Background: an optimization exercise with open tools, aiming at small area, a short achievable clock period and few clock cycles per item. Do not read the settings as production practice.
RTL that was checked went through simulation tests only; none was proved equivalent to the original.
Power figures rest on the tool's default switching activity, not on a simulated workload.

== the previous run ==
==> module reservation_station, before the edit <==
module reservation_station (
	input wire logic clk,
	input wire logic rst_n,
	input wire logic enable,
	input wire logic dispatched,
	input wire logic [5-1:0] q1_in,
	input wire logic [32-1:0] v1_in,
	input wire logic [5-1:0] q2_in,
	input wire logic [32-1:0] v2_in,
	input wire logic [2:0] alu_op_in,
	input wire logic alu_sign_in,
	input wire logic [5-1:0] reorder_buffer_tag_in,
	input wire logic cdb_active,
	input wire logic [5-1:0] cdb_tag,
	input wire logic [32-1:0] cdb_data,
	output logic [5-1:0] q1_out,
	output logic [32-1:0] v1_out,
	output logic [5-1:0] q2_out,
	output logic [32-1:0] v2_out,
	output logic [2:0] alu_op_out,
	output logic alu_sign_out,
	output logic [5-1:0] reorder_buffer_tag_out,
	output logic busy
);
	logic snoop1;
	logic snoop2;
	assign snoop1 = cdb_active && ((enable ? q1_in : q1_out) == cdb_tag);
	assign snoop2 = cdb_active && ((enable ? q2_in : q2_out) == cdb_tag);
	always_ff @(posedge clk or negedge rst_n) begin
		if (!rst_n)
			busy <= 1'b0;
		else if (enable)
			busy <= 1'b1;
		else if (dispatched)
			busy <= 1'b0;
	end
	always_ff @(posedge clk) begin
		if (snoop1) begin
			q1_out <= '0;
			v1_out <= cdb_data;
		end else if (enable) begin
			q1_out <= q1_in;
			v1_out <= v1_in;
		end
		if (snoop2) begin
			q2_out <= '0;
			v2_out <= cdb_data;
		end else if (enable) begin
			q2_out <= q2_in;
			v2_out <= v2_in;
		end
		if (enable) begin
			alu_op_out <= alu_op_in;
			alu_sign_out <= alu_sign_in;
			reorder_buffer_tag_out <= reorder_buffer_tag_in;
		end
	end
endmodule
==> module alu_cluster, before the edit <==
module alu_cluster (
	input wire logic clk,
	input wire logic rst_n,
	input wire logic issue_valid,
	input wire logic [5-1:0] issue_q1,
	input wire logic [32-1:0] issue_v1,
	input wire logic [5-1:0] issue_q2,
	input wire logic [32-1:0] issue_v2,
	input wire rs_pkg::alu_op_t issue_op,
	input wire logic issue_sign,
	input wire logic [5-1:0] issue_rob_tag,
	output logic full,
	input wire logic ext_cdb_active,
	input wire logic [5-1:0] ext_cdb_tag,
	input wire logic [32-1:0] ext_cdb_data,
	output logic cdb_active,
	output logic [5-1:0] cdb_tag,
	output logic [32-1:0] cdb_data
);
	logic enable;
	logic dispatched;
	logic busy;
	logic [5-1:0] ent_q1;
	logic [5-1:0] ent_q2;
	logic [32-1:0] ent_v1;
	logic [32-1:0] ent_v2;
	logic [2:0] ent_op;
	logic ent_sign;
	logic [5-1:0] ent_rob_tag;
	logic exec_valid;
	logic exec_accept;
	logic [32-1:0] alu_result;
	logic res_valid;
	logic [5-1:0] res_tag;
	logic [32-1:0] res_data;
	logic [2:0] issue_op_enc;
	always_comb begin
		case (issue_op)
			rs_pkg::OP_ADD: issue_op_enc = 3'b000;
			rs_pkg::OP_SUB: issue_op_enc = 3'b001;
			rs_pkg::OP_SLL: issue_op_enc = 3'b101;
			rs_pkg::OP_SLT: issue_op_enc = 3'b111;
			rs_pkg::OP_XOR: issue_op_enc = 3'b010;
			rs_pkg::OP_SR:  issue_op_enc = 3'b011;
			rs_pkg::OP_OR:  issue_op_enc = 3'b100;
			default:        issue_op_enc = 3'b110;
		endcase
	end
	reservation_station entry_i (
		.clk                    (clk),
		.rst_n                  (rst_n),
		.enable                 (enable),
		.dispatched             (dispatched),
		.q1_in                  (issue_q1),
		.v1_in                  (issue_v1),
		.q2_in                  (issue_q2),
		.v2_in                  (issue_v2),
		.alu_op_in              (issue_op_enc),
		.alu_sign_in            (issue_sign),
		.reorder_buffer_tag_in  (issue_rob_tag),
		.cdb_active             (cdb_active),
		.cdb_tag                (cdb_tag),
		.cdb_data               (cdb_data),
		.q1_out                 (ent_q1),
		.v1_out                 (ent_v1),
		.q2_out                 (ent_q2),
		.v2_out                 (ent_v2),
		.alu_op_out             (ent_op),
		.alu_sign_out           (ent_sign),
		.reorder_buffer_tag_out (ent_rob_tag),
		.busy                   (busy)
	);
	rs_dispatch_select select_i (
		.issue_valid (issue_valid),
		.busy        (busy),
		.q1          (ent_q1),
		.q2          (ent_q2),
		.exec_accept (exec_accept),
		.enable      (enable),
		.dispatched  (dispatched),
		.full        (full),
		.exec_valid  (exec_valid)
	);
	alu_unit alu_i (
		.a       (ent_v1),
		.b       (ent_v2),
		.op      (ent_op),
		.op_sign (ent_sign),
		.result  (alu_result)
	);
	assign exec_accept = !res_valid || !ext_cdb_active;
	always_ff @(posedge clk or negedge rst_n) begin
		if (!rst_n)
			res_valid <= 1'b0;
		else if (exec_accept)
			res_valid <= exec_valid;
	end
	always_ff @(posedge clk) begin
		if (exec_accept) begin
			res_tag <= ent_rob_tag;
			res_data <= alu_result;
		end
	end
	assign cdb_active = ext_cdb_active || res_valid;
	assign cdb_tag = ext_cdb_active ? ext_cdb_tag : res_tag;
	assign cdb_data = ext_cdb_active ? ext_cdb_data : res_data;
endmodule
==> flow/config.mk <==
export PLATFORM = sky130hd
export DESIGN_NAME = alu_cluster
export DESIGN_NICKNAME = alu_cluster
export VERILOG_FILES = /design/flow/design.v
export SDC_FILE = /design/flow/constraint.sdc
export NUM_CORES = 4
export LEC_CHECK = 0
export ABC_AREA = 1
export CAP_MARGIN = 20
export CORE_MARGIN = 2
export CORE_UTILIZATION = 45
export CTS_BUF_LIST = sky130_fd_sc_hd__clkbuf_8
export SETUP_SLACK_MARGIN = 3.5
export SLEW_MARGIN = 20
==> flow/constraint.sdc <==
create_clock -name core_clock -period 7.0 [get_ports {clk}]
set_input_delay 1.4000 -clock core_clock [delete_from_list [all_inputs] [get_ports {clk}]]
set_output_delay 1.4000 -clock core_clock [all_outputs]
set_load 0.01 [all_outputs]
standard.sh (not shown) runs the stock make flow with config.mk's settings and CLKGATE_MAP_FILE= SYNTH_SCRIPT=/design/flow/synth_recipe.tcl, a recipe that flattens the netlist after the stock synthesis.
==> flow/flow/run.sh <==
#!/bin/bash
# Standard ORFS layout, with plain buffers on the ports instead of the delay cells
# buffer_ports picks by default. Every tool's output goes to a log in this folder.
set -euo pipefail
export BUFFER_PORTS_ARGS="-buffer_cell sky130_fd_sc_hd__buf_1"
bash standard.sh finish > make_finish.log 2>&1
Testbench counts of the previous run, summed over its fixed seeds: cycles 5,241, items 3,200.
diff inputs: the previous run => the current run
-- flow/design.v --
<<< the previous run, line 28
	input wire logic alu_sign_in,
	input wire logic [5-1:0] reorder_buffer_tag_in,
	input wire logic cdb_active,
	input wire logic [5-1:0] cdb_tag,
	input wire logic [32-1:0] cdb_data,
	output logic [5-1:0] q1_out,
>>> the current run, line 28
	input wire logic alu_sign_in,
	input wire logic [5-1:0] reorder_buffer_tag_in,
	input wire logic ext_active,
	input wire logic [5-1:0] ext_tag,
	input wire logic res_valid,
	input wire logic [5-1:0] res_tag,
	input wire logic [32-1:0] cdb_data,
	output logic [5-1:0] q1_out,
<<< the previous run, line 42
	logic snoop1;
	logic snoop2;
	assign snoop1 = cdb_active && ((enable ? q1_in : q1_out) == cdb_tag);
	assign snoop2 = cdb_active && ((enable ? q2_in : q2_out) == cdb_tag);
	always_ff @(posedge clk or negedge rst_n) begin
		if (!rst_n)
>>> the current run, line 44
	logic snoop1;
	logic snoop2;
	logic [5-1:0] q1_cmp;
	logic [5-1:0] q2_cmp;
	assign q1_cmp = enable ? q1_in : q1_out;
	assign q2_cmp = enable ? q2_in : q2_out;
	assign snoop1 = ext_active ? (q1_cmp == ext_tag) : (res_valid && (q1_cmp == res_tag));
	assign snoop2 = ext_active ? (q2_cmp == ext_tag) : (res_valid && (q2_cmp == res_tag));
	always_ff @(posedge clk or negedge rst_n) begin
		if (!rst_n)
<<< the previous run, line 233
		.alu_sign_in            (issue_sign),
		.reorder_buffer_tag_in  (issue_rob_tag),
		.cdb_active             (cdb_active),
		.cdb_tag                (cdb_tag),
		.cdb_data               (cdb_data),
		.q1_out                 (ent_q1),
>>> the current run, line 239
		.alu_sign_in            (issue_sign),
		.reorder_buffer_tag_in  (issue_rob_tag),
		.ext_active             (ext_cdb_active),
		.ext_tag                (ext_cdb_tag),
		.res_valid              (res_valid),
		.res_tag                (res_tag),
		.cdb_data               (cdb_data),
		.q1_out                 (ent_q1),
### Flow results
- Per the comparison of the current run with the previous run, routed wire length increased by 7.1% relative to the old numbers; net count after synthesis moved up.
- Critical path endpoint = cdb_data[17]: the current run; critical path endpoint = cdb_tag[2]: the previous run
- Summary: with the previous run as the reference, worst voltage drop across the vdd grid in the current run moved down by a little under 10%.
- Violation count after the first detailed-route iteration in the current run vs the previous run: up 29%
- Compared with the previous run, the current run shows last weighted congestion value of the routability-driven placer that has gone down by a few percent.
- Global-route wire length before repair delta for the current run relative to the previous run: 1.6% higher
- Summary of the current run over the previous run: routed via count divided by cell count went up, area growth from synthesis to layout increased 3.8 points, power shows a reduction of about 22%.
- The previous run → the current run: layout filler cell count increased by 3.0% relative to the old numbers; met1 layer usage reported by global route decreased by 2.7 points relative to the old numbers.
The RTL of the current run was laid out without a check of its function.

* * *

PW:
alu_cluster again, from the RTL that the note above started with.
==> module alu_unit, before the edit <==
module alu_unit (
	input wire logic [32-1:0] a,
	input wire logic [32-1:0] b,
	input wire logic [2:0] op,
	input wire logic op_sign,
	output logic [32-1:0] result
);
	localparam int W = 32;
	logic inv_b;
	logic use_p;
	logic use_g;
	logic use_c;
	logic use_sll;
	logic use_sr;
	logic use_slt;
	logic [W-1:0] bx;
	logic [W-1:0] g0;
	logic [W-1:0] p0;
	logic [W-1:0] gl [0:5];
	logic [W-1:0] pl [0:5];
	logic [W-1:0] carry;
	logic cout;
	logic msb_sum;
	logic less_than;
	logic [5-1:0] shamt;
	logic [W-1:0] a_rev;
	logic [W-1:0] sh_in;
	logic fill;
	logic [W-1:0] sh_out;
	logic [W-1:0] sh_out_rev;
	assign inv_b = op[0];
	assign use_c = !op[2] && !op[1];
	assign use_p = (op == 3'b000) || (op == 3'b001) || (op == 3'b010) || (op == 3'b100);
	assign use_g = op[2] && !op[0];
	assign use_sr = (op == 3'b011);
	assign use_sll = (op == 3'b101);
	assign use_slt = (op == 3'b111);
	assign bx = b ^ {W{inv_b}};
	assign g0 = a & bx;
	assign p0 = a ^ bx;
	always_comb begin
		gl[0] = g0;
		pl[0] = p0;
		gl[0][0] = g0[0] | (p0[0] & inv_b);
		for (int l = 0; l < 5; l++) begin
			gl[l+1] = gl[l];
			pl[l+1] = pl[l];
			for (int i = 0; i < W; i++)
				if (((i >> l) & 1) == 1) begin
					gl[l+1][i] = gl[l][i] | (pl[l][i] & gl[l][((i >> l) << l) - 1]);
					pl[l+1][i] = pl[l][i] & pl[l][((i >> l) << l) - 1];
				end
		end
	end
	assign carry = {gl[5][W-2:0], inv_b};
	assign cout = gl[5][W-1];
	assign msb_sum = p0[W-1] ^ carry[W-1];
	assign less_than = op_sign ? ((a[W-1] ^ b[W-1]) ? a[W-1] : msb_sum) : !cout;
	assign shamt = b[5-1:0];
	always_comb
		for (int i = 0; i < W; i++)
			a_rev[i] = a[W-1-i];
	assign sh_in = op[2] ? a_rev : a;
	assign fill = !op[2] && op_sign && a[W-1];
	assign sh_out = W'($signed({fill, sh_in}) >>> shamt);
	always_comb
		for (int i = 0; i < W; i++)
			sh_out_rev[i] = sh_out[W-1-i];
	always_comb begin
		result = ((p0 & {W{use_p}}) ^ (g0 & {W{use_g}}) ^ (carry & {W{use_c}}))
			| (sh_out & {W{use_sr}}) | (sh_out_rev & {W{use_sll}});
		result[0] = result[0] | (less_than && use_slt);
	end
endmodule
==> flow/config.mk <==
export PLATFORM = sky130hd
export DESIGN_NAME = alu_cluster
export DESIGN_NICKNAME = alu_cluster
export VERILOG_FILES = /design/flow/design.v
export SDC_FILE = /design/flow/constraint.sdc
export NUM_CORES = 4
export LEC_CHECK = 0
export ABC_AREA = 1
export CAP_MARGIN = 20
export CORE_MARGIN = 2
export CORE_UTILIZATION = 55
export CTS_BUF_LIST = sky130_fd_sc_hd__clkbuf_8
export SETUP_SLACK_MARGIN = 3.5
export SLEW_MARGIN = 20
==> flow/constraint.sdc <==
create_clock -name core_clock -period 7.0 [get_ports {clk}]
set_input_delay 1.4000 -clock core_clock [delete_from_list [all_inputs] [get_ports {clk}]]
set_output_delay 1.4000 -clock core_clock [all_outputs]
set_load 0.01 [all_outputs]
Scripts as last shown in full above: flow/flow/run.sh
Testbench counts of PW, summed over its fixed seeds: cycles 5,241, items 3,200.
Here is what was changed in the inputs of JK compared with PW.
diff --git a/flow/design.v b/flow/design.v
--- a/flow/design.v
+++ b/flow/design.v
@@ -111,12 +111,10 @@
 	logic use_sr;
 	logic use_slt;
 	logic [W-1:0] bx;
 	logic [W-1:0] g0;
 	logic [W-1:0] p0;
-	logic [W-1:0] gl [0:5];
-	logic [W-1:0] pl [0:5];
 	logic [W-1:0] carry;
 	logic cout;
 	logic msb_sum;
 	logic less_than;
 	logic [5-1:0] shamt;
@@ -133,26 +131,45 @@
 	assign use_sll = (op == 3'b101);
 	assign use_slt = (op == 3'b111);
 	assign bx = b ^ {W{inv_b}};
 	assign g0 = a & bx;
 	assign p0 = a ^ bx;
+	logic [7:0] gg [0:3];
+	logic [7:0] gp [0:3];
 	always_comb begin
-		gl[0] = g0;
-		pl[0] = p0;
-		gl[0][0] = g0[0] | (p0[0] & inv_b);
-		for (int l = 0; l < 5; l++) begin
-			gl[l+1] = gl[l];
-			pl[l+1] = pl[l];
-			for (int i = 0; i < W; i++)
-				if (((i >> l) & 1) == 1) begin
-					gl[l+1][i] = gl[l][i] | (pl[l][i] & gl[l][((i >> l) << l) - 1]);
-					pl[l+1][i] = pl[l][i] & pl[l][((i >> l) << l) - 1];
+		for (int k = 0; k < 8; k++) begin
+			logic g;
+			logic p;
+			g = g0[4*k];
+			p = p0[4*k];
+			for (int j = 1; j < 4; j++) begin
+				g = g0[4*k+j] | (p0[4*k+j] & g);
+				p = p0[4*k+j] & p;
+			end
+			gg[0][k] = g;
+			gp[0][k] = p;
+		end
+		gg[0][0] = gg[0][0] | (gp[0][0] & inv_b);
+		for (int l = 0; l < 3; l++) begin
+			gg[l+1] = gg[l];
+			gp[l+1] = gp[l];
+			for (int k = 0; k < 8; k++)
+				if (((k >> l) & 1) == 1) begin
+					gg[l+1][k] = gg[l][k] | (gp[l][k] & gg[l][((k >> l) << l) - 1]);
+					gp[l+1][k] = gp[l][k] & gp[l][((k >> l) << l) - 1];
 				end
 		end
-	end
-	assign carry = {gl[5][W-2:0], inv_b};
-	assign cout = gl[5][W-1];
+		for (int k = 0; k < 8; k++) begin
+			logic c;
+			c = (k == 0) ? inv_b : gg[3][k-1];
+			for (int j = 0; j < 4; j++) begin
+				carry[4*k+j] = c;
+				c = g0[4*k+j] | (p0[4*k+j] & c);
+			end
+		end
+	end
+	assign cout = gg[3][7];
 	assign msb_sum = p0[W-1] ^ carry[W-1];
 	assign less_than = op_sign ? ((a[W-1] ^ b[W-1]) ? a[W-1] : msb_sum) : !cout;
 	assign shamt = b[5-1:0];
 	always_comb
 		for (int i = 0; i < W; i++)
--- outcome ---
| total standard cell area after synthesis | JK vs PW | better |
Taking PW as the reference, in JK setup slack dropped 66 ps, met3 wire length decreased by about 6% relative to the old numbers, area used by multi-input combinational logic shrank by 390 um2, number of nets in the synthesized netlist went down 8.3%, final area rose 5.5%.
Re final-layout clock buffer total: no difference whatsoever between PW and JK.
Looking at transition time at the pin with the least slew margin, JK sits below PW.
Summary of JK over PW: peak clock frequency supported by timing now sits lower; power density over cell area shrank by about 18%; gate count after technology mapping down 142.
Function not checked in JK: the RTL went through the layout flow alone.

* * *

alu_cluster, a different RTL version from the one above (not shown whole).
Size: ~120 flip-flops, roughly 160 I/O pins, roughly 9800 um2 of cells after synthesis.
==> module rs_dispatch_select, before the edit <==
module rs_dispatch_select (
	input wire logic issue_valid,
	input wire logic busy,
	input wire logic [5-1:0] q1,
	input wire logic [5-1:0] q2,
	input wire logic exec_accept,
	output logic enable,
	output logic dispatched,
	output logic full,
	output logic exec_valid
);
	assign exec_valid = busy && (q1 == '0) && (q2 == '0);
	assign dispatched = exec_valid && exec_accept;
	assign full = busy && !dispatched;
	assign enable = issue_valid;
endmodule
clock: 7.0 ns
lec_check: 0
abc_area: 1
cap_margin: 20
core_margin: 2
core_utilization: 55
cts_buf_list: sky130_fd_sc_hd__clkbuf_8
cts_cluster_diameter: 60
cts_cluster_size: 30
setup_slack_margin: 3.5
slew_margin: 20
Scripts as last shown in full above: flow/flow/run.sh
The baseline went through all stages and came out clean.
Testbench counts at the start, summed over its fixed seeds: cycles 5,241, items 3,200.
Then changed:
--- a/flow/design.v
+++ b/flow/design.v
@@ -88,11 +88,11 @@
 	output logic exec_valid
 );
 	assign exec_valid = busy && (q1 == '0) && (q2 == '0);
 	assign dispatched = exec_valid && exec_accept;
 	assign full = busy && !dispatched;
-	assign enable = issue_valid;
+	assign enable = issue_valid && !full;
 endmodule
 `default_nettype wire
 `default_nettype none
 `timescale 1ns/1ps
 module alu_unit (
Cell area rose by a few percent.
Clock-buffer cell count rose by 1.
Synthesized cell count fell slightly.
Routed wire length rose slightly.
Non-clock buffer count rose by 17.
Clock power is about the same.
Critical path depth fell by 1.
Utilization rose by 0.26 points.
Flip-flop and latch count stays the same.
Clock skew rose by 3.3 ps.
Function not checked in the second run of this note: the RTL went through the layout flow alone.

re-timing with driven ports:
In the flow no input, the clock included, has a driving cell. The finished layouts below were timed again as built, in two steps. Step 1 assumes that a clkbuf_16 drives the clock port and a buf_2 every other input. Step 2 times the ports against the registers' clock, not the clock port: input delays grow and output delays shrink by t, the midpoint of the rising clock arrivals with the driver on. Slacks: ideal ports / drivers / drivers and shift; pairs: ideal ports / drivers.
| run | shift t [ns] | setup slack, ns | worst setup path at the end | cell pins on the clock port's net |
|---|---|---|---|---|
| the previous run | 0.490 | 3.359 / 3.305 / 3.137 | input to register | 1 |
| the current run | 0.495 | 3.450 / 3.341 / 2.995 | input to register | 1 |
| PW | 0.496 | 3.417 / 3.199 / 2.968 | input to register | 1 |
| JK | 0.505 | 3.351 / 3.294 / 2.858 | input to register | 1 |
| the first run of note 3 | 0.508 | 3.456 / 3.321 / 3.184 | input to register | 1 |
| the second run of note 3 | 0.491 | 3.470 / 3.287 / 2.958 | input to register | 1 |
After both steps every run listed still meets setup and hold. For the second run of note 3, which loses most, drivers alone change the setup slack by -0.183 ns; drivers and shift together by -0.512 ns.
